This is an optimization exercise on Yosys and OpenROAD, whose aim is small area, a short achievable clock period and few clock cycles per item, not a production implementation.
Function was checked by simulation only, so behaviour that the tests miss may differ from the original.
Power figures rest on the tool's default switching activity, not on a simulated workload.

==> flow/design.v, too long to show whole: its modules and the start of the top module <==
// module fc_1st_mac_engine: 2774 lines
module fc_1st_mac_engine #(
    parameter int Bit_width   = 16,
    parameter int Frac_bits   = 8,
    parameter int In_Len      = 32,
    parameter int Out_Len     = 16,
    parameter int Waddr_width = 8
) (
    input  logic                        CLK,
    input  logic                        RST_N,
    input  logic                        Start,
    output logic                        Busy,
    output logic                        Done,
    output logic                        Read_Enable,
    output logic [4:0]                  Read_Width,
    input  logic signed [Bit_width-1:0] data_in_0,
    input  logic signed [Bit_width-1:0] data_in_1,
    input  logic signed [Bit_width-1:0] data_in_2,
    input  logic signed [Bit_width-1:0] data_in_3,
    input  logic signed [Bit_width-1:0] data_in_4,
    output logic [Waddr_width-1:0]      Weight_Addr,
    input  logic signed [Bit_width-1:0] weight_in_0,
    input  logic signed [Bit_width-1:0] weight_in_1,
    input  logic signed [Bit_width-1:0] weight_in_2,
    input  logic signed [Bit_width-1:0] weight_in_3,
    input  logic signed [Bit_width-1:0] weight_in_4,
    output logic [3:0]                  Neuron_Idx,
    input  logic signed [Bit_width-1:0] bias_in,
    output logic                        Out_Valid,
    input  logic                        Out_Ready,
    output logic [Bit_width-1:0]        Out_Data
);
  // ...
==> flow/flow/run.sh <==
#!/bin/bash
set -euo pipefail
bash standard.sh "BUFFER_PORTS_ARGS=-buffer_cell sky130_fd_sc_hd__buf_2" finish > flow_make.log 2>&1
==> flow/standard.sh <==
#!/bin/bash
# synth_recipe.tcl (not shown) runs the flow's synth.tcl, then flattens the netlist and writes it again
# the make line also repeats each setting of config.mk as NAME=value (left out here)
make -C /OpenROAD-flow-scripts/flow DESIGN_CONFIG=/design/flow/config.mk WORK_HOME=/design/flow/orfs CLKGATE_MAP_FILE= SYNTH_SCRIPT=/design/flow/synth_recipe.tcl "${@:-finish}"
==> flow/config.mk <==
export PLATFORM = sky130hd
export DESIGN_NAME = fc_1st_mac_engine
export DESIGN_NICKNAME = fc_1st_mac_engine
export VERILOG_FILES = /design/flow/design.v
export SDC_FILE = /design/flow/constraint.sdc
export NUM_CORES = 4
export LEC_CHECK = 0
export CAP_MARGIN = 20
export CORE_MARGIN = 2
export CORE_UTILIZATION = 40
export CTS_CLUSTER_DIAMETER = 100
export CTS_CLUSTER_SIZE = 24
export SLEW_MARGIN = 20
==> flow/constraint.sdc <==
create_clock -name core_clock -period 12.5 [get_ports {CLK}]
set_input_delay 2.5000 -clock core_clock [delete_from_list [all_inputs] [get_ports {CLK}]]
set_output_delay 2.5000 -clock core_clock [all_outputs]
set_load 0.01 [all_outputs]
==> impl_metrics.py, run 1 <==
metrics = {
    "sta": {
        "fin_crit_ns": 3.95,
        "setup_violations": 0,
        "finalMaxSlewViolations": 0,
        "relSlewSlack_pct": 22.9,
        "finalSetupTns_ns": 0,
    },
    "status": {
        "outcome": "finished clean",
    },
    "drt": {
        "first_pass_iters": 8,
        "viasPerCell": 5.47,
    },
    "worst_setup_path": {
        "criticalPathCategory": "reg -> reg",
        "ff2ff_path_depth": 7,
        "critPathSlowestCell": "clkinv_1",
        "path_depth": 7,
    },
    "final_layout": {
        "seq_area_share_pct": 24.8,
        "final_cell_mix": "fa_1, inv_1, a22oi_1, dfxtp_1, xnor2_1",
        "final-clk-cell-share_pct": 2.56,
        "buf_share_pct": 2.79,
        "multi_input_area_share_pct": 60.4,
        "drive_gt1_share_pct": 7.55,
        "utilization_pct": 43.2,
        "multi_input_area_um2": 30400,
    },
    "yosys": {
        "ys_dominant_reg_cell": "dfxtp_1",
        "synthTopCellsByArea": "fa_1, dfxtp_1, a22oi_1",
        "synth.distinct_cells": 53,
    },
    "power": {
        "clock_power_w": 0.00144,
        "p_sw_share_pct": 49.9,
    },
    "die": {
        "die_area_um2": 121000,
        "start_util_pct": 40.5,
    },
    "clock_tree": {
        "clock_sinks": 616,
        "hold_buffers": 0,
    },
    "place": {
        "placed_area_um2": 49100,
    },
    "worst_hold_path": {
        "hold_class": "reg -> reg",
    },
}
Testbench counts, summed over its fixed seeds: cycles 7,560, items 1,024.
==> inputs of run 2 (changes only) <==
==> flow/flow/run.sh (replaced) <==
#!/bin/bash
# Layout flow: the standard synthesis, then a netlist pass that removes
# the inverters Yosys leaves between full adders (each fa cell may be replaced
# by its dual: same cell, inputs and outputs complemented; registers and
# every other cell keep their function), then the standard layout with the
# port buffers made of sky130_fd_sc_hd__buf_2 instead of the slow delay
# buffer the placer picks by default. Each tool's output goes to a log here.
set -euo pipefail
R="$PWD/orfs/results/$FLOW_PLATFORM/fc_1st_mac_engine/base"
bash standard.sh synth > make_synth.log 2>&1
cp "$R/1_2_yosys.v" "$R/1_2_yosys_std.v"
python3 flow/polarity.py "$R/1_2_yosys_std.v" "$R/1_2_yosys.v" > polarity.log 2>&1
rm -f "$R/1_synth.odb" "$R/1_synth.sdc"
bash standard.sh "BUFFER_PORTS_ARGS=-buffer_cell sky130_fd_sc_hd__buf_2" finish > make_finish.log 2>&1
==> flow/flow/polarity.py (new file) <==
#!/usr/bin/env python3
"""Remove needless inverters around full adders in a mapped sky130 netlist.

A full adder is self-dual: FA(~a, ~b, ~c) = (~sum, ~cout). Yosys's extract_fa
picks the polarity of each extracted adder on its own, which leaves an
inverter between many adder pairs. This script chooses, for every fa cell, to
keep it or to use its dual (same cell, all three inputs and both outputs
complemented), so that as few inverters as possible are needed, then rewires
the netlist: every old inverter is removed and at most one new inverter is
made per signal that some reader needs complemented. Registers, ports and all
other cells keep exactly the function they had.

usage: polarity.py IN.v OUT.v
"""
import re
import sys
from collections import defaultdict

INV_RE = re.compile(r"^sky130_fd_sc_hd__(clk)?inv_\d+$")
FA_RE = re.compile(r"^sky130_fd_sc_hd__fa_\d+$")
OUT_PINS = {"X", "Y", "Q", "Q_N", "SUM", "COUT", "HI", "LO"}

src = open(sys.argv[1]).read()

# ---- parse: header (up to the first cell), cells, trailer ----
cell_re = re.compile(r"^  (\S+) (\\\S+ |\S+) \(\n(.*?)\n  \);\n", re.S | re.M)
pin_re = re.compile(r"^\s*\.(\w+)\((.*)\),?$")
cells = []
spans = []
for m in cell_re.finditer(src):
    typ, name, body = m.group(1), m.group(2), m.group(3)
    pins = []
    for line in body.split("\n"):
        pm = pin_re.match(line)
        assert pm, (name, line)
        net = pm.group(2).strip()
        assert "{" not in net and "'" not in net, (name, net)
        pins.append((pm.group(1), net))
    cells.append([typ, name, pins])
    spans.append((m.start(), m.end()))
assert cells
head = src[:spans[0][0]]
tail = src[spans[-1][1]:]
assert tail.strip() == "endmodule", tail[:200]
# everything between cells must be blank
for (s0, e0), (s1, e1) in zip(spans, spans[1:]):
    assert src[e0:s1].strip() == "", src[e0:s1][:200]

ports = set()
for m in re.finditer(r"^\s*(input|output|inout)\s+(\[[^\]]+\]\s*)?(\S+);", head, re.M):
    rng, nm = m.group(2), m.group(3)
    if rng:
        hi, lo = [int(x) for x in rng.strip()[1:-1].split(":")]
        for i in range(min(hi, lo), max(hi, lo) + 1):
            ports.add(f"{nm}[{i}]")
    ports.add(nm)

# ---- inverters: out -> (in) ----
inv_of = {}       # inverter output net -> input net
inv_cells = set()
for i, (typ, name, pins) in enumerate(cells):
    if INV_RE.match(typ):
        d = dict(pins)
        out = d.get("Y")
        if out is None or out in ports:
            continue        # keep inverters that drive ports
        inv_of[out] = d["A"]
        inv_cells.add(i)


def root(net):
    """(root net, polarity) of a net seen through removable inverters."""
    pol = 0
    seen = 0
    while net in inv_of:
        net = inv_of[net]
        pol ^= 1
        seen += 1
        assert seen < 100
    return net, pol


driver = {}   # net -> cell index
for i, (typ, name, pins) in enumerate(cells):
    for p, n in pins:
        if p in OUT_PINS:
            driver[n] = i

fa_cells = [i for i, c in enumerate(cells) if FA_RE.match(c[0])]
is_fa = set(fa_cells)

# consumers of each root: list of (cell index or None for port, pin, pol)
cons = defaultdict(list)
for i, (typ, name, pins) in enumerate(cells):
    if i in inv_cells:
        continue
    for p, n in pins:
        if p in OUT_PINS:
            continue
        r, pol = root(n)
        cons[r].append((i, p, pol))
for n in ports:
    if n in inv_of:
        r, pol = root(n)
        cons[r].append((None, n, pol))

flip = defaultdict(int)


def need_inv(r):
    d = driver.get(r)
    fd = flip[d] if d in is_fa else 0
    for (c, p, pol) in cons[r]:
        fc = flip[c] if (c is not None and c in is_fa) else 0
        if pol ^ fc ^ fd:
            return 1
    return 0


def fa_roots(i):
    """Roots whose cost depends on the flip of fa cell i."""
    rs = set()
    for p, n in cells[i][2]:
        if p in OUT_PINS:
            rs.add(n)
        else:
            rs.add(root(n)[0])
    return rs


before = sum(need_inv(r) for r in cons)
improved = True
rounds = 0
while improved and rounds < 50:
    improved = False
    rounds += 1
    for i in fa_cells:
        rs = fa_roots(i)
        c0 = sum(need_inv(r) for r in rs)
        flip[i] ^= 1
        c1 = sum(need_inv(r) for r in rs)
        if c1 < c0:
            improved = True
        else:
            flip[i] ^= 1
after = sum(need_inv(r) for r in cons)

# ---- rewrite ----
newinv = {}   # root -> complemented net name
k = 0
for r in sorted(cons):
    if need_inv(r):
        newinv[r] = f"_pol{k}_"
        k += 1

removed_nets = set(inv_of.keys())
out_cells = []
for i, (typ, name, pins) in enumerate(cells):
    if i in inv_cells:
        continue
    newpins = []
    for p, n in pins:
        if p not in OUT_PINS:
            r, pol = root(n)
            d = driver.get(r)
            fd = flip[d] if d in is_fa else 0
            fc = flip[i] if i in is_fa else 0
            n = newinv[r] if (pol ^ fc ^ fd) else r
        newpins.append((p, n))
    out_cells.append((typ, name, newpins))
for r, nn in newinv.items():
    out_cells.append(("sky130_fd_sc_hd__inv_1", f"{nn}inv", [("A", r), ("Y", nn)]))

# ports driven through an inverter that was removed cannot happen: those
# inverters were kept above.
decl = "".join(f"  wire {nn};\n" for nn in newinv.values())
# drop declarations of removed scalar inverter nets
head_lines = []
for line in head.split("\n"):
    m = re.match(r"^\s*wire\s+(\S+);\s*$", line)
    if m and m.group(1) in removed_nets:
        continue
    head_lines.append(line)
head = "\n".join(head_lines)


def fmt(typ, name, pins):
    body = ",\n".join(f"    .{p}({n + ' ' if n.startswith(chr(92)) else n})" for p, n in pins)
    return f"  {typ} {name} (\n{body}\n  );\n"


with open(sys.argv[2], "w") as f:
    f.write(head + decl + "".join(fmt(*c) for c in out_cells) + tail)

nflip = sum(1 for i in fa_cells if flip[i])
print(f"polarity: {len(fa_cells)} fa cells, {nflip} flipped, inverters "
      f"{len(inv_cells)} removable -> {len(newinv)} new "
      f"(root count {before} -> {after}), {rounds} rounds")
==> run 2 against run 1 <==
  * Still clean on timing, DRC and antenna
  * Non-clock buffer count decreased by 11
  * Clock power about the same
  * First-iteration DRC count increased by 0.32%
  * Count of clock-buffer cells in the layout decreased by 2
  * Critical path type unchanged
==> impl_metrics.py, run 2 <==
metrics = {
    "status": {
        "outcome": "finished clean",
    },
    "drt": {
        "via_count": 31600,
        "viasPerCell": 5.64,
        "wl_mm": 164,
        "drc": 0,
        "first_iter_violations": 4132,
        "first_pass_iters": 6,
        "wl_per_cell_um": 29.3,
        "ant_nets": 0,
    },
    "final_layout": {
        "final_cell_mix": "fa_1, a22oi_1, dfxtp_1, xnor2_1, inv_1",
        "area_delta_synth_final_pct": 6.76,
        "finalInstanceArea_um2": 48700,
        "largest_register_ffs": 222,
        "fin_nets": 5106,
        "largestRegisters": "pr: 222 flops, acc0: 37 flops, acc1: 37 flops",
        "drive_gt1_share_pct": 7.80,
        "top_register": "pr",
        "final_common_cell": "fa_1",
    },
    "clock_tree": {
        "clockBufferDepth": 3,
        "cts_resized": 0,
        "cts_buffers": 38,
        "cts_setup_buffers": 0,
        "root_buffer": "clkbuf_16",
        "clk_pin_slew_ns": 0.10,
        "hold_buffers": 0,
        "clkLatencyLatePin_ns": 0.67,
        "cts_tree": "yes",
        "htreeDepth": 2,
        "clock_sinks": 616,
    },
    "worst_setup_path": {
        "path_max_fanout": 16,
        "criticalPathCategory": "reg -> reg",
        "crit_arrival_ns": 4.27,
        "cp-end-kind": "flop",
        "startpoint_type": "flop",
        "worstPathRequired_ns": 13.05,
    },
    "die": {
        "rows": 123,
        "die_w_um": 342,
        "die_y_um": 342,
        "io_pins": 217,
        "die_area_um2": 117000,
        "core-area_um2": 113000,
        "start_util_pct": 40.5,
    },
    "power": {
        "p_int_w": 0.00859,
        "p_per_area_nw_per_um2": 340,
        "p_sw_share_pct": 48.1,
        "net-switching-power_w": 0.00796,
        "pwr-share-comb_pct": 69.9,
        "clockPowerShare_pct": 8.6,
        "seqPwrFrac_pct": 21.5,
        "ir_drop_uv": 342,
        "power_leakage_nw": 19.8,
    },
    "place": {
        "dp_hpwl_mm": 131,
        "portBuffers": 216,
        "routabilityCongestion": 1.11,
        "placed_area_um2": 47400,
        "place_ws_ns": 8.62,
    },
    "run": {
        "cap_violations": 0,
    },
    "sta": {
        "hold_slack_ns": 0.470,
        "rsz0062_at_grt": "no",
        "fin_skew_ns": 0.0531,
        "fin_crit_ns": 3.72,
        "setup_violations": 0,
        "fmax_ghz": 0.269,
        "worst_pin_slew_ns": 1.15,
        "setup_slack_ns": 8.78,
        "relSlewSlack_pct": 23.4,
        "finalSetupTns_ns": 0,
        "final-hold-violation-count": 0,
        "finalMaxSlewViolations": 0,
        "timing.final.crit_share_pct": 29.8,
    },
    "yosys": {
        "synthesis.area_um2": 45600,
        "ys_warn_count": 1547,
        "avgSynthCellArea_um2": 11.0,
        "syn_inst": 4167,
        "syn_nets": 5193,
    },
    "grt": {
        "grt_max_degree": 38,
        "grt_util_all_layers_pct": 28.3,
        "grt_pass1_wl_mm": 237,
        "first_global_vias": 32400,
        "antenna_found_initial": 4,
        "globalRouteOverflowTotal": 0,
    },
    "worst_hold_path": {
        "hold_class": "reg -> reg",
    },
}
## run 2: cell type report
class,count,area (um2)
antenna,3,7.51
clock buffer,41,982
clock inverter,21,308
fill,10800,64100
inverter,347,1300
multi-input combinational,2829,30400
sequential,616,12500
tap,1500,1880
timing repair buffer,248,1320
## run 2: layer usage
metal  track usage (%)  up-vias  share of wire, %
li1                  -    13300                 -
met1              38.1    16000                40
met2              41.3     1883                42
met3              6.18      401                10
met4              17.8        2               7.6
met5            0.0817        -            0.0079
## run 2: worst max-delay path: stages, from the launching register on
cell and delay [ns]:
dfxtp_1 0.91, a22oi_1 0.22, xor2_1 0.72, fa_1 0.30
inv_1 0.06, fa_1 0.45, fa_1 0.46, fa_1 0.48
## run 2: power groups by stage
stage          combinational [W]  sequential, W  clock [W]
2_1_floorplan            0.00722        0.00327          0
3_3_place_gp              0.0110        0.00357          0
3_5_place_dp              0.0114        0.00359          0
4_1_cts                   0.0114        0.00354    0.00146
5_1_grt                   0.0129        0.00361    0.00152
6_report                  0.0116        0.00355    0.00142
## run 2: per-stage QoR
| step | power, W | cells | utilization, % |
|---|---|---|---|
| global placement | 0.0146 | 5540 | 42.1 |
| CTS | 0.0164 | 5602 | 43.2 |
| global route | 0.0181 | 5602 | 43.2 |
| detailed placement | 0.0150 | 5540 | 42.1 |
| floorplan | 0.0105 | 4167 | - |
| finish | 0.0166 | 5605 | 43.2 |
## run 2: final timing paths
path | cells after the start | slack, ns | start | to
setup / recovery | 7 | 8.78 | xr0[3] | pr[28]
hold / removal | 1 | 0.47 | t2_last | t3_last
setup reg to reg | 7 | 8.78 | xr0[3] | pr[28]
hold reg to reg | 1 | 0.47 | t2_last | t3_last
==> inputs of run 3 (changes only) <==
--- a/flow/flow/polarity.py
+++ b/flow/flow/polarity.py
@@ -18,6 +18,7 @@
 
 INV_RE = re.compile(r"^sky130_fd_sc_hd__(clk)?inv_\d+$")
 FA_RE = re.compile(r"^sky130_fd_sc_hd__fa_\d+$")
+XOR_RE = re.compile(r"^sky130_fd_sc_hd__(xor2|xnor2)_(\d+)$")
 OUT_PINS = {"X", "Y", "Q", "Q_N", "SUM", "COUT", "HI", "LO"}
 
 src = open(sys.argv[1]).read()
@@ -88,6 +89,8 @@
 
 fa_cells = [i for i, c in enumerate(cells) if FA_RE.match(c[0])]
 is_fa = set(fa_cells)
+is_xor = set(i for i, c in enumerate(cells) if XOR_RE.match(c[0]))
+flippable = is_fa | is_xor   # an xor/xnor can also give either output polarity
 
 # consumers of each root: list of (cell index or None for port, pin, pol)
 cons = defaultdict(list)
@@ -109,8 +112,10 @@
 
 def need_inv(r):
     d = driver.get(r)
-    fd = flip[d] if d in is_fa else 0
+    fd = flip[d] if d in flippable else 0
     for (c, p, pol) in cons[r]:
+        if c in is_xor:
+            continue        # an xor/xnor absorbs an inverted input
         fc = flip[c] if (c is not None and c in is_fa) else 0
         if pol ^ fc ^ fd:
             return 1
@@ -123,18 +128,59 @@
     for p, n in cells[i][2]:
         if p in OUT_PINS:
             rs.add(n)
-        else:
+        elif i in is_fa:
             rs.add(root(n)[0])
     return rs
 
 
 before = sum(need_inv(r) for r in cons)
+
+adj = defaultdict(list)
+for r, lst in cons.items():
+    d = driver.get(r)
+    if d not in flippable:
+        continue
+    for (c, p, pol) in lst:
+        if c is not None and c in is_fa:
+            adj[d].append((c, pol))
+            adj[c].append((d, pol))
+comp_of = {}
+comps = []
+for s0 in sorted(flippable):
+    if s0 in comp_of:
+        continue
+    comp = [s0]
+    comp_of[s0] = len(comps)
+    flip[s0] = 0
+    k0 = 0
+    while k0 < len(comp):
+        u = comp[k0]
+        k0 += 1
+        for v, pol in adj[u]:
+            if v not in comp_of:
+                comp_of[v] = len(comps)
+                flip[v] = flip[u] ^ pol
+                comp.append(v)
+    comps.append(comp)
+for comp in comps:
+    rs = set()
+    for i in comp:
+        rs |= fa_roots(i)
+    c0 = sum(need_inv(r) for r in rs)
+    for i in comp:
+        flip[i] ^= 1
+    c1 = sum(need_inv(r) for r in rs)
+    if c1 >= c0:
+        for i in comp:
+            flip[i] ^= 1
+propagated = sum(need_inv(r) for r in cons)
+
 improved = True
 rounds = 0
 while improved and rounds < 50:
     improved = False
     rounds += 1
-    for i in fa_cells:
+    for i in sorted(flippable):
         rs = fa_roots(i)
         c0 = sum(need_inv(r) for r in rs)
         flip[i] ^= 1
@@ -154,19 +200,36 @@
         k += 1
 
 removed_nets = set(inv_of.keys())
+ntoggle = [0]
 out_cells = []
 for i, (typ, name, pins) in enumerate(cells):
     if i in inv_cells:
         continue
     newpins = []
+    toggle = 0
     for p, n in pins:
         if p not in OUT_PINS:
             r, pol = root(n)
             d = driver.get(r)
-            fd = flip[d] if d in is_fa else 0
+            fd = flip[d] if d in flippable else 0
             fc = flip[i] if i in is_fa else 0
-            n = newinv[r] if (pol ^ fc ^ fd) else r
+            if i in is_xor:
+                toggle ^= pol ^ fd
+                n = r
+            else:
+                n = newinv[r] if (pol ^ fc ^ fd) else r
         newpins.append((p, n))
+    if i in is_xor:
+        toggle ^= flip[i]
+    if toggle:
+        m = XOR_RE.match(typ)
+        if m.group(1) == "xor2":
+            typ = f"sky130_fd_sc_hd__xnor2_{m.group(2)}"
+            newpins = [("Y" if p == "X" else p, n) for p, n in newpins]
+        else:
+            typ = f"sky130_fd_sc_hd__xor2_{m.group(2)}"
+            newpins = [("X" if p == "Y" else p, n) for p, n in newpins]
+        ntoggle[0] += 1
     out_cells.append((typ, name, newpins))
 for r, nn in newinv.items():
     out_cells.append(("sky130_fd_sc_hd__inv_1", f"{nn}inv", [("A", r), ("Y", nn)]))
@@ -195,4 +258,6 @@
 nflip = sum(1 for i in fa_cells if flip[i])
 print(f"polarity: {len(fa_cells)} fa cells, {nflip} flipped, inverters "
       f"{len(inv_cells)} removable -> {len(newinv)} new "
-      f"(root count {before} -> {after}), {rounds} rounds")
+      f"(root count {before} -> {propagated} -> {after}, {len(comps)} groups), {rounds} rounds, "
+      f"{ntoggle[0]} xor/xnor swapped")
+
==> run 3 against run 2 <==
  * Critical endpoint is now acc1[19]
  * Clock power is 3% higher
  * Hold slack worse by 0.0073 ns
  * Global-route usage is 0.15 points lower
  * Synthesized area is 2.0% lower
==> impl_metrics.py, run 3 <==
metrics = {
    "status": {
        "outcome": "finished clean",
    },
    "power": {
        "seqPwrFrac_pct": 22.2,
        "p_sw_share_pct": 46.8,
        "p_per_area_nw_per_um2": 335,
        "p_int_w": 0.00853,
        "pwr-share-comb_pct": 68.7,
        "clockPowerShare_pct": 9.1,
        "ir_drop_uv": 260,
        "net-switching-power_w": 0.00752,
        "power_leakage_nw": 18.3,
    },
    "worst_setup_path": {
        "worstPathRequired_ns": 13.03,
        "ff2ff_path_depth": 7,
        "startpoint_type": "flop",
        "cp-end-kind": "flop",
        "path_max_fanout": 28,
        "crit_arrival_ns": 4.24,
        "criticalPathCategory": "reg -> reg",
        "r2r_slack_ns": 8.78,
    },
    "final_layout": {
        "fin_nets": 4887,
        "antenna_cells": 0,
        "finalInstanceArea_um2": 48000,
        "largestRegisters": "pr: 222 flops, acc0: 37 flops, acc1: 37 flops",
        "top_register": "pr",
        "largest_register_ffs": 222,
        "final_cell_mix": "fa_1, xnor2_1, a22oi_1, dfxtp_1, buf_2",
        "final_common_cell": "fa_1",
        "area_delta_synth_final_pct": 7.17,
        "drive_gt1_share_pct": 8.71,
        "fin_cells": 5367,
    },
    "grt": {
        "use_met2_pct": 40.0,
        "globalRouteOverflowTotal": 0,
        "grt_max_degree": 38,
        "first_global_vias": 31400,
        "antenna_found_initial": 11,
        "grt_use_met1_pct": 38.0,
        "grt_busiest_layer": "met2",
        "grt_pass1_wl_mm": 232,
        "grt_util_all_layers_pct": 28.1,
        "gr-usage-met3_pct": 9.80,
    },
    "yosys": {
        "avgSynthCellArea_um2": 11.4,
        "syn_nets": 4955,
        "syn_inst": 3929,
        "ys_warn_count": 1547,
        "synthesis.area_um2": 44800,
    },
    "drt": {
        "wl_mm": 162,
        "first_pass_iters": 7,
        "via_count": 31000,
        "wl_per_cell_um": 30.2,
        "ant_nets": 0,
        "viasPerCell": 5.77,
        "first_iter_violations": 4276,
        "drc": 0,
    },
    "clock_tree": {
        "htreeDepth": 2,
        "hold_buffers": 0,
        "cts_tree": "yes",
        "clk_pin_slew_ns": 0.10,
        "clkLatencyLatePin_ns": 0.67,
        "clockBufferDepth": 3,
        "cts_resized": 0,
        "cts_setup_buffers": 0,
        "cts_buffers": 39,
        "clock_sinks": 616,
        "root_buffer": "clkbuf_16",
    },
    "die": {
        "io_pins": 217,
        "core-area_um2": 111000,
        "die_w_um": 338,
        "rows": 122,
        "die_area_um2": 115000,
        "start_util_pct": 40.4,
        "die_y_um": 338,
    },
    "worst_hold_path": {
        "hold_class": "reg -> reg",
        "holdPathStages": 1,
    },
    "sta": {
        "relSlewSlack_pct": 21.2,
        "fin_skew_ns": 0.0520,
        "fin_crit_ns": 3.72,
        "timing.final.crit_share_pct": 29.7,
        "final-hold-violation-count": 0,
        "rsz0062_at_grt": "no",
        "fmax_ghz": 0.269,
        "setup_violations": 0,
        "worst_pin_slew_ns": 1.18,
        "finalMaxSlewViolations": 0,
        "finalSetupTns_ns": 0,
    },
    "place": {
        "placed_cells": 5308,
        "placed_area_um2": 46700,
        "dp_hpwl_mm": 128,
        "routabilityCongestion": 1.06,
        "portBuffers": 216,
    },
    "run": {
        "cap_violations": 0,
    },
}
[run 3: worst paths after layout]
check,to,from
worst max-delay path,acc1[19],t2_nfirst
worst min-delay path,t3_last,t2_last
worst max register to register,acc1[19],t2_nfirst
worst min register to register,t3_last,t2_last
[run 3: per-layer routing]
| layer | part of all wire [%] | up-vias |
|---|---|---|
| met5 | 0.049 | - |
| met4 | 6.1 | 12 |
| met3 | 13 | 396 |
| met2 | 41 | 2099 |
| met1 | 40 | 15600 |
| li1 | - | 12900 |
[run 3: metrics by stage]
stage               total power, W  setup slack [ns]  hold slack, ns  util [%]
floorplan                   0.0105              8.99           0.432         -
global placement            0.0141              8.66           0.439      42.1
detailed placement          0.0145              8.66           0.446      42.1
CTS                         0.0160              8.75           0.468      43.3
global route                0.0176              8.59           0.480      43.3
finish                      0.0161              8.78           0.463      43.3
[run 3: power by group through the flow]
| stage | clock (W) | sequential, W | combinational [W] |
|---|---|---|---|
| final | 0.00146 | 0.00357 | 0.0110 |
| after global routing | 0.00156 | 0.00362 | 0.0124 |
| after CTS | 0.00150 | 0.00355 | 0.0110 |
| after detailed placement | 0 | 0.00360 | 0.0109 |
| after global placement | 0 | 0.00358 | 0.0106 |
| after floorplan | 0 | 0.00328 | 0.00720 |
[run 3: critical path, cell delays in order (launching register included)]
cell and delay (ns):
dfxtp_1 0.55, buf_4 0.36, and2_1 0.21, fa_1 0.45, fa_1 0.52, fa_1 0.52, fa_1 0.57, fa_1 0.41
[run 3: cell type report]
cell class              instances  area, um2
multi-input cells            2829      30400
clock inverters                17        265
clock buffers                  42       1030
inverters                     109        409
repair buffers                266       1460
flip-flops and latches        616      12500
well taps                    1488       1860
fillers                     10600      62900
==> inputs of run 4 (changes only) <==
--- a/flow/config.mk
+++ b/flow/config.mk
@@ -10,4 +10,4 @@
 export CORE_UTILIZATION = 40
 export CTS_CLUSTER_DIAMETER = 100
 export CTS_CLUSTER_SIZE = 24
-export SLEW_MARGIN = 20
+export SLEW_MARGIN = 70
==> run 4 against run 3 <==
  * Global-route usage up 0.055 points
  * Cell area is 1.7% higher
  * Sequential cell count stayed put
  * Routed wire length is essentially flat
  * Sequential power is essentially flat
  * Total power about the same
  * Die area is the same
  * Non-clock buffer count increased by 9
  * Sequential share of layout area increased by 0.30 points
  * Core utilization increased by 0.75 points
==> impl_metrics.py, run 4 <==
metrics = {
    "final_layout": {
        "fillCellCount": 10500,
        "final_common_cell": "fa_1",
        "drive_gt1_share_pct": 13.8,
        "top_register": "pr",
        "largest_register_ffs": 222,
        "largestRegisters": "pr: 222 flops, acc0: 37 flops, acc1: 37 flops",
        "area_delta_synth_final_pct": 9.02,
        "final_cell_mix": "fa_1, a22oi_1, xnor2_1, dfxtp_1, buf_2",
        "fin_nets": 4895,
    },
    "worst_setup_path": {
        "critPathTopFamily": "flip-flops",
        "path_depth": 1,
        "worstPathRequired_ns": 10.00,
        "ff2ff_path_depth": 7,
        "startpoint_type": "flop",
        "cp_slowest_stage_delay_ns": 0.40,
        "path_max_fanout": 1,
        "cp-end-kind": "output port",
        "crit_arrival_ns": 1.20,
        "criticalPathCategory": "reg -> out",
        "path_cells": "buf_2",
        "cp_num_buf_inv": 1,
        "critPathSlowestCell": "edfxtp_1",
    },
    "clock_tree": {
        "htreeDepth": 2,
        "clkLatencyLatePin_ns": 0.67,
        "cts_tree": "yes",
        "cts_setup_buffers": 0,
        "root_buffer": "clkbuf_16",
        "cts_buffers": 38,
        "clock_sinks": 616,
        "hold_buffers": 0,
        "clockBufferDepth": 3,
        "clk_pin_slew_ns": 0.09,
        "cts_resized": 0,
    },
    "sta": {
        "setup_slack_ns": 8.80,
        "fin_crit_ns": 3.70,
        "rsz0062_at_grt": "no",
        "finalMaxSlewViolations": 0,
        "relSlewSlack_pct": 67.3,
        "setup_violations": 0,
        "timing.final.crit_share_pct": 29.6,
        "final-hold-violation-count": 0,
        "fin_skew_ns": 0.0436,
        "fmax_ghz": 0.270,
        "finalSetupTns_ns": 0,
        "worst_pin_slew_ns": 0.486,
    },
    "worst_hold_path": {
        "holdPathStages": 1,
        "hold_class": "reg -> reg",
    },
    "place": {
        "routabilityCongestion": 1.06,
        "place_ws_ns": 8.75,
        "dp_hpwl_mm": 128,
        "portBuffers": 216,
    },
    "drt": {
        "wl_mm": 162,
        "top_layer": "met5",
        "met3WireLength_mm": 21.5,
        "wl_per_cell_um": 30.1,
        "drc": 0,
        "via_count": 31100,
        "wl_met1_mm": 64.6,
        "viasPerCell": 5.78,
        "wl_met2_mm": 66.4,
        "first_iter_violations": 4278,
        "first_pass_iters": 9,
        "ant_nets": 0,
    },
    "grt": {
        "first_global_vias": 31100,
        "globalRouteOverflowTotal": 0,
        "antenna_found_initial": 5,
        "grt_util_all_layers_pct": 28.2,
        "grt_max_degree": 38,
        "grt_pass1_wl_mm": 233,
    },
    "die": {
        "io_pins": 217,
        "die_y_um": 338,
        "core-area_um2": 111000,
        "die_area_um2": 115000,
        "start_util_pct": 40.4,
        "rows": 122,
        "die_w_um": 338,
    },
    "power": {
        "power_leakage_nw": 18.5,
        "p_per_area_nw_per_um2": 329,
        "ir_drop_uv": 260,
    },
    "yosys": {
        "synthesis.area_um2": 44800,
        "ys_warn_count": 1547,
        "syn_nets": 4955,
        "syn_inst": 3929,
        "avgSynthCellArea_um2": 11.4,
    },
    "run": {
        "cap_violations": 0,
    },
    "status": {
        "outcome": "finished clean",
    },
}
-- run 4: stage by stage --
stage / hold slack [ns] / area [um2] / cells / utilization [%] / power (W)
CTS: 0.469 / 48600 / 5379 / 43.9 / 0.0160
detailed placement: 0.446 / 47400 / 5315 / 42.7 / 0.0145
global route: 0.481 / 48800 / 5381 / 44.0 / 0.0176
floorplan: 0.432 / 44800 / 3929 / - / 0.0105
global placement: 0.439 / 46700 / 5308 / 42.1 / 0.0141
finish: 0.465 / 48800 / 5383 / 44.0 / 0.0161
-- run 4: power by group --
part	internal [W]	total [W]	switching, W
combinational	0.00492	0.0111	0.00614
clock	0.000638	0.00143	0.000794
sequential	0.00298	0.00357	0.000592
total	0.00854	0.0161	0.00752
-- run 4: worst paths after layout --
check / startpoint / endpoint / slack, ns
worst min-delay path: t1_last / t2_last / 0.47
worst max register to register: t2_nfirst / acc1[19] / 8.81
worst max-delay path: out_q[15] / Out_Data[15] / 8.80
worst min register to register: t1_last / t2_last / 0.47
-- run 4: cell type report --
class                   count  area, um2  area share [%]
clock inverters            16        208           0.426
diodes                      2       5.00          0.0103
clock buffers              48       1060            2.18
well taps                1488       1860            3.82
multi-input cells        2829      30700            62.9
repair buffers            275       1680            3.45
inverters                 109        412           0.844
flip-flops and latches    616      12900            26.4
-- run 4: per-layer routing --
| layer | up-vias | GRT usage (%) |
|---|---|---|
| li1 | 12900 | - |
| met1 | 15700 | 37.9 |
| met2 | 2122 | 40.2 |
| met3 | 408 | 10.5 |
| met4 | 4 | 12.9 |
| met5 | - | 0 |
==> inputs of run 5 (changes only) <==
--- a/flow/config.mk
+++ b/flow/config.mk
@@ -5,9 +5,9 @@
 export SDC_FILE = /design/flow/constraint.sdc
 export NUM_CORES = 4
 export LEC_CHECK = 0
-export CAP_MARGIN = 20
+export CAP_MARGIN = 50
 export CORE_MARGIN = 2
 export CORE_UTILIZATION = 40
 export CTS_CLUSTER_DIAMETER = 100
 export CTS_CLUSTER_SIZE = 24
-export SLEW_MARGIN = 70
+export SLEW_MARGIN = 50
==> run 5 against run 4 <==
  * Cell count fell by 0.30%
  * Global-route usage increased by 0.071 points
  * Sequential cell count is the same
  * Critical path type is now reg -> reg
  * Non-clock buffer count down 8
  * Hold slack got worse by 0.0016 ns
  * Via count down 0.52%
  * Die area stayed put
==> impl_metrics.py, run 5 <==
metrics = {
    "worst_setup_path": {
        "rr_startpoint": "t2_nfirst",
        "r2r_slack_ns": 8.81,
        "cp-end-kind": "flop",
        "ff2ff_path_depth": 7,
        "worstPathRequired_ns": 13.01,
        "startpoint_type": "flop",
        "path_max_fanout": 28,
        "crit_arrival_ns": 4.21,
        "timing.rr.end": "acc1[19]",
        "criticalPathCategory": "reg -> reg",
    },
    "sta": {
        "finalMaxSlewViolations": 0,
        "finalSetupTns_ns": 0,
        "fin_crit_ns": 3.69,
        "relSlewSlack_pct": 44.2,
        "setup_violations": 0,
        "final-hold-violation-count": 0,
        "worst_pin_slew_ns": 0.836,
        "rsz0062_at_grt": "no",
        "fmax_ghz": 0.271,
        "timing.final.crit_share_pct": 29.5,
        "fin_skew_ns": 0.0441,
    },
    "worst_hold_path": {
        "holdCritStartpoint": "t2_last",
        "hold_end": "t3_last",
        "hold_class": "reg -> reg",
        "holdPathStages": 1,
    },
    "yosys": {
        "synthesis.area_um2": 44800,
        "ys_warn_count": 1547,
        "syn_nets": 4955,
        "avgSynthCellArea_um2": 11.4,
        "syn_inst": 3929,
    },
    "run": {
        "cap_violations": 0,
    },
    "die": {
        "rows": 122,
        "die_area_um2": 115000,
        "start_util_pct": 40.4,
        "core-area_um2": 111000,
        "die_y_um": 338,
        "io_pins": 217,
        "die_w_um": 338,
    },
    "final_layout": {
        "fin_cells": 5367,
        "largest_register_ffs": 222,
        "utilization_pct": 43.4,
        "largestRegisters": "pr: 222 flops, acc0: 37 flops, acc1: 37 flops",
        "antenna_cells": 0,
        "final_cell_mix": "fa_1, xnor2_1, a22oi_1, dfxtp_1, buf_2",
        "top_register": "pr",
        "fin_nets": 4887,
        "area_delta_synth_final_pct": 7.54,
        "multi_input_area_um2": 30500,
        "fillCellCount": 10500,
        "register_area_um2": 12600,
        "final_common_cell": "fa_1",
        "drive_gt1_share_pct": 11.7,
    },
    "clock_tree": {
        "clockBufferDepth": 3,
        "hold_buffers": 0,
        "clock_sinks": 616,
        "cts_resized": 0,
        "root_buffer": "clkbuf_16",
        "cts_setup_buffers": 0,
        "clk_pin_slew_ns": 0.10,
        "clkLatencyLatePin_ns": 0.66,
        "cts_buffers": 38,
        "htreeDepth": 2,
        "cts_tree": "yes",
    },
    "place": {
        "placed_cells": 5308,
        "dp_hpwl_mm": 128,
        "routabilityCongestion": 1.06,
        "portBuffers": 216,
    },
    "drt": {
        "wl_per_cell_um": 30.2,
        "drc": 0,
        "viasPerCell": 5.76,
        "first_iter_violations": 4446,
        "first_pass_iters": 6,
        "via_count": 30900,
        "ant_nets": 0,
        "wl_mm": 162,
    },
    "status": {
        "outcome": "finished clean",
    },
    "power": {
        "ir_drop_uv": 263,
        "power_leakage_nw": 18.3,
        "totalPowerFinal_w": 0.0161,
        "p_per_area_nw_per_um2": 334,
    },
    "grt": {
        "first_global_vias": 31300,
        "globalRouteOverflowTotal": 0,
        "grt_util_all_layers_pct": 28.2,
        "antenna_found_initial": 6,
        "grt_pass1_wl_mm": 233,
        "grt_max_degree": 38,
    },
}
run 5: critical path, cell delays in order, from the launching register on:
cell,delay [ns]
dfxtp_1,0.53
buf_4,0.36
and2_1,0.21
fa_1,0.45
fa_1,0.52
fa_1,0.52
fa_1,0.57
fa_1,0.41
run 5: worst max-delay path by stage:
stage	from	endpoint	slack, ns	depth (start not counted)
after floorplan	pr[90]	acc1[19]	8.99	7
after global placement	RST_N	nrow[2]	8.66	4
after detailed placement	t2_nfirst	acc1[19]	8.77	7
after CTS	t2_nfirst	acc1[19]	8.76	7
after global routing	t2_nfirst	acc1[19]	8.59	7
final	t2_nfirst	acc1[19]	8.81	7
run 5: power by group:
part	internal, W	switching, W	total [W]
Clock	0.000659	0.000792	0.00145
Sequential	0.00298	0.000596	0.00358
Combinational	0.00491	0.00613	0.0110
run 5: metal layers:
metal  up-vias  part of all wire [%]  GRT usage, %
li1      12900                     -             -
met1     15600                    40          38.3
met2      2090                    41          40.5
met3       368                    13          9.88
met4         4                   5.6          12.7
met5         -                 0.018             0
run 5: metrics by stage:
stage / hold WS (ns) / cell area, um2 / worst slack (ns)
after floorplan: 0.432 / 44800 / 8.99
after global placement: 0.439 / 46700 / 8.66
after detailed placement: 0.444 / 46800 / 8.77
after CTS: 0.466 / 48100 / 8.76
after global routing: 0.481 / 48100 / 8.59
final: 0.464 / 48100 / 8.81
run 5: layout make-up:
class | instances | share of cell area, %
Timing Repair Buffer | 267 | 3.05
Tap cell | 1488 | 3.87
Multi-Input combinational cell | 2829 | 63.3
Clock buffer | 42 | 2.18
Inverter | 109 | 0.850
Sequential cell | 616 | 26.3
Clock inverter | 16 | 0.504

port drivers added, routing unchanged:
Ports are ideal in the flow. The routed layouts listed here were re-timed in OpenROAD.
Step 1 sets driving cells, clkbuf_16 on the clock port and buf_2 on the other inputs (assumed; they add their load-dependent delay and slew).
Step 2, shift: input delay + t, output delay - t, t = (earliest + latest rising clock arrival at the registers) / 2. This alone moves slack from input paths to output paths.
a / b / c = ideal / step 1 / step 2; a / b = the first two.
run | t, ns | setup WS [ns] | worst setup path at the end | clock arrival spread, ns | worst register clock-pin slew, ns
run 1 | 0.712 | 8.552 / 8.552 / 8.552 | register to register | 0.043 / 0.043 | 0.10 / 0.10
run 2 | 0.716 | 8.780 / 8.746 / 8.672 | input to register | 0.063 / 0.062 | 0.10 / 0.10
run 3 | 0.714 | 8.784 / 8.725 / 8.675 | input to register | 0.052 / 0.053 | 0.10 / 0.10
run 4 | 0.723 | 8.802 / 8.726 / 8.808 | register to register | 0.044 / 0.044 | 0.10 / 0.10
run 5 | 0.712 | 8.808 / 8.746 / 8.808 | register to register | 0.045 / 0.044 | 0.10 / 0.10
After both steps every run listed still meets setup and hold. The setup slack of run 3, which loses most, moves by -0.059 ns with the drivers and by -0.109 ns with both steps.
